Background: an optimization exercise with open tools, aiming at small area, a short achievable clock period and few clock cycles. Do not read the settings as production practice. At most, simulation tests tie the RTL to the original design; equivalence was not proved.

Design least_squares_slope_core, start of the top module:
module least_squares_slope_core (
    input  logic                                   clk,
    input  logic                                   rst_n,
    input  logic                                   start,
    output logic                                   busy,
    input  logic signed [lss_pkg::SAMPLE_BITS-1:0] x_value,
    input  logic signed [lss_pkg::SAMPLE_BITS-1:0] y_value,
    input  logic                                   last_pair,
    output logic                                   done,
    output logic signed [lss_pkg::OUT_W-1:0]       slope,
    output logic                                   no_spread,
    output logic                                   saturated,
    output logic                                   overflowed,
    output logic [lss_pkg::CNT_W-1:0]              pair_count
);
==> flow/config.mk <==
export PLATFORM = sky130hd
export DESIGN_NAME = least_squares_slope_core
export DESIGN_NICKNAME = least_squares_slope_core
export VERILOG_FILES = /design/flow/design.v
export SDC_FILE = /design/flow/constraint.sdc
export NUM_CORES = 4
export LEC_CHECK = 0
export CAP_MARGIN = 20
export CORE_MARGIN = 2
export CORE_UTILIZATION = 65
export PLACE_DENSITY = 0.8
export SLEW_MARGIN = 20
==> flow/constraint.sdc <==
create_clock -name core_clock -period 11.0 [get_ports {clk}]
set_input_delay 2.2000 -clock core_clock [delete_from_list [all_inputs] [get_ports {clk}]]
set_output_delay 2.2000 -clock core_clock [all_outputs]
set_load 0.01 [all_outputs]
standard.sh (not shown) runs the stock make flow with config.mk's settings and CLKGATE_MAP_FILE= SYNTH_SCRIPT=/design/flow/synth_recipe.tcl, a recipe that flattens the netlist after the stock synthesis.
==> flow/flow/run.sh <==
#!/bin/bash
# standard layout, with timing repair aiming further below the clock period
set -euo pipefail
export SETUP_SLACK_MARGIN=6.5
bash standard.sh > flow.log 2>&1
Next try:
--- a/flow/design.v
+++ b/flow/design.v
@@ -152,44 +152,16 @@
     assign {u4, u5} = csa(r6, r7, r8);
     assign {v0, v1} = csa(u0, u1, u2);
     assign {v2, v3} = csa(u3, u4, u5);
     assign {w0, w1} = csa(v0, v1, v2);
     assign {w2, w3} = csa(v3, a0, a1);
     assign {z0, z1} = csa(w0, w1, w2);
     assign {s, c}   = csa(z0, z1, w3);
 endmodule
-module lss_add_ks #(
-    parameter int W = 8
-) (
-    input  logic [W-1:0] a,
-    input  logic [W-1:0] b,
-    input  logic         ci,
-    output logic [W-1:0] s
-);
-    always_comb
-    begin
-        logic [W-1:0] p;
-        logic [W-1:0] gg;
-        logic [W-1:0] pp;
-        p  = a ^ b;
-        gg = a & b;
-        pp = p;
-        gg[0] = gg[0] | (p[0] & ci);
-        for (int l = 0; (1 << l) < W; l++)
-        begin
-            for (int i = W - 1; i >= (1 << l); i--)
-            begin
-                gg[i] = gg[i] | (pp[i] & gg[i - (1 << l)]);
-                pp[i] = pp[i] & pp[i - (1 << l)];
-            end
-        end
-        s = p ^ {gg[W-2:0], ci};
-    end
-endmodule
 module least_squares_slope_core (
     input  logic                                   clk,
     input  logic                                   rst_n,
     input  logic                                   start,
     output logic                                   busy,
     input  logic signed [lss_pkg::SAMPLE_BITS-1:0] x_value,
     input  logic signed [lss_pkg::SAMPLE_BITS-1:0] y_value,
     input  logic                                   last_pair,
@@ -338,43 +310,22 @@
     logic [3:0]  step_nx;
     logic [3:0]  k_run;
     logic [26:0] sxe;
     logic [12:0] ne;
     logic [2:0]  sdig_nx;
     logic [2:0]  ndig_nx;
     logic        s_one_nx, s_two_nx, s_neg_nx;
     logic        n_one_nx, n_two_nx, n_neg_nx;
-    logic [3:0]  k0;
-    logic [26:0] sxc;
-    logic [12:0] nc;
-    logic [12:0] nz;    
-    assign sxc = {sx, 1'b0};
-    assign nc  = {1'b0, cnt, 1'b0};
-    always_comb
-    begin
-        for (int k = 0; k < 13; k++)
-        begin
-            nz[k] = (sxc[2*k+2] != sxc[2*k+1]) | (sxc[2*k+1] != sxc[2*k]);
-            if (k <= 5) nz[k] = nz[k] | (nc[2*k+2] | nc[2*k+1] | nc[2*k]);
-        end
-        k0 = 4'd0;
-        for (int k = 1; k < 13; k++)
-        begin
-            if (nz[k]) k0 = 4'(k);
-        end
-    end
-    assign step_nx = cap ? 4'd12 - k0 : m_step + 4'd1;
+    assign step_nx = cap ? 4'd0 : m_step + 4'd1;
     assign k_run   = 4'd11 - m_step;
     assign sxe     = {m_sx, 1'b0};
     assign ne      = {1'b0, m_n, 1'b0};
-    assign sdig_nx = cap ? sxc[2*k0 +: 3]
-                         : ((k_run > 4'd12) ? 3'b000 : sxe[2*k_run +: 3]);
-    assign ndig_nx = cap ? ((k0 > 4'd5) ? 3'b000 : nc[2*k0 +: 3])
-                         : ((k_run > 4'd5) ? 3'b000 : ne[2*k_run +: 3]);
+    assign sdig_nx = cap ? sx[SXW-1:SXW-3] : ((k_run > 4'd12) ? 3'b000 : sxe[2*k_run +: 3]);
+    assign ndig_nx = (cap || (k_run > 4'd5)) ? 3'b000 : ne[2*k_run +: 3];
     lss_booth u_bs (.b(sdig_nx), .one(s_one_nx), .two(s_two_nx), .neg(s_neg_nx));
     lss_booth u_bn (.b(ndig_nx), .one(n_one_nx), .two(n_two_nx), .neg(n_neg_nx));
     logic [SXYW-1:0] sxy_sum;
     logic [SXXW-1:0] sxx_sum;
     assign sxy_sum = sxy_s + sxy_c;
     assign sxx_sum = sxx_s + sxx_c;
     always_ff @(posedge clk or negedge rst_n)
     begin
@@ -408,16 +359,17 @@
             n_two  <= n_two_nx;
             neg_a  <= n_neg_nx;
             neg_b  <= (s_one_nx | s_two_nx) & ~s_neg_nx;    
             first  <= cap;
         end
     end
     logic [NW-1:0] base_num, a_num, b_num, cs_num, cc_num, num_nx;
     logic [DW-1:0] base_den, a_den, b_den, cs_den, cc_den, den_nx;
+    logic          unused_num, unused_den;
     always_comb
     begin
         logic [NW-1:0] sxy_e;
         logic [NW-1:0] sy_e;
         logic [DW-1:0] sxx_e;
         logic [DW-1:0] sx_e;
         sxy_e = NW'(m_sxy);
         sy_e  = NW'(m_sy);
@@ -429,18 +381,18 @@
         b_den = ((s_one ? sx_e  : '0) | (s_two ? (sx_e  << 1) : '0)) ^ {DW{neg_b}};
         base_num = {acc_num[NW-3:0] & {(NW-2){~first}}, neg_a & neg_b, neg_a ^ neg_b};
         base_den = {acc_den[DW-3:0] & {(DW-2){~first}}, neg_a & neg_b, neg_a ^ neg_b};
         cs_num = base_num ^ a_num ^ b_num;
         cc_num = {((base_num & a_num) | (base_num & b_num) | (a_num & b_num)), 1'b0};
         cs_den = base_den ^ a_den ^ b_den;
         cc_den = {((base_den & a_den) | (base_den & b_den) | (a_den & b_den)), 1'b0};
     end
-    lss_add_ks #(.W(NW)) u_anum (.a(cs_num), .b(cc_num), .ci(1'b0), .s(num_nx));
-    lss_add_ks #(.W(DW)) u_aden (.a(cs_den), .b(cc_den), .ci(1'b0), .s(den_nx));
+    lss_add #(.W(NW)) u_anum (.a(cs_num), .b(cc_num), .ci(1'b0), .s(num_nx), .co(unused_num));
+    lss_add #(.W(DW)) u_aden (.a(cs_den), .b(cc_den), .ci(1'b0), .s(den_nx), .co(unused_den));
     always_ff @(posedge clk)
     begin
         if (m_run)
         begin
             acc_num <= num_nx;
             acc_den <= den_nx;
         end
     end
What happened:
- utilization is lower by 0.94 points
- synthesized cell count fell by 2.3%
- sequential share of layout area increases by 0.82 points
- area after synthesis came out lower by 1.8%
- cell area fell by 3.0%
- hold slack got worse by 0.032 ns
Testbench counts after the change, summed over its fixed seeds: cycles 27,076.
Function not checked in the first run of this note: the RTL went through the layout flow alone.

-- port drivers added, routing unchanged --
Ports are ideal in the flow. The routed layouts listed here were re-timed in OpenROAD.
Step 1 (the two cells are an assumption about what drives the block):
set clk [get_ports {clk}]
set_driving_cell -lib_cell sky130_fd_sc_hd__clkbuf_16 $clk
set_driving_cell -lib_cell sky130_fd_sc_hd__buf_2 [delete_from_list [all_inputs] $clk]
Step 2 times the ports against the registers' clock, not the clock port: input delays grow and output delays shrink by t, the midpoint of the rising clock arrivals with the driver on.
Slacks: ideal ports / drivers / drivers and shift; pairs: ideal ports / drivers.
| run | t, ns | slack for setup (ns) | clock arrival spread, ns | slew at the worst register clock pin (ns) | worst data-port slew with drivers (ns) |
|---|---|---|---|---|---|
| the first run | 0.732 | 6.182 / 6.182 / 6.057 | 0.052 / 0.052 | 0.07 / 0.07 | 0.04 |
| the second run | 0.729 | 6.408 / 6.408 / 6.394 | 0.044 / 0.044 | 0.07 / 0.07 | 0.05 |
After both steps setup and hold are still met in every run listed. For the first run, which loses most, drivers alone change the setup slack by 0.000 ns; drivers and shift together by -0.125 ns.
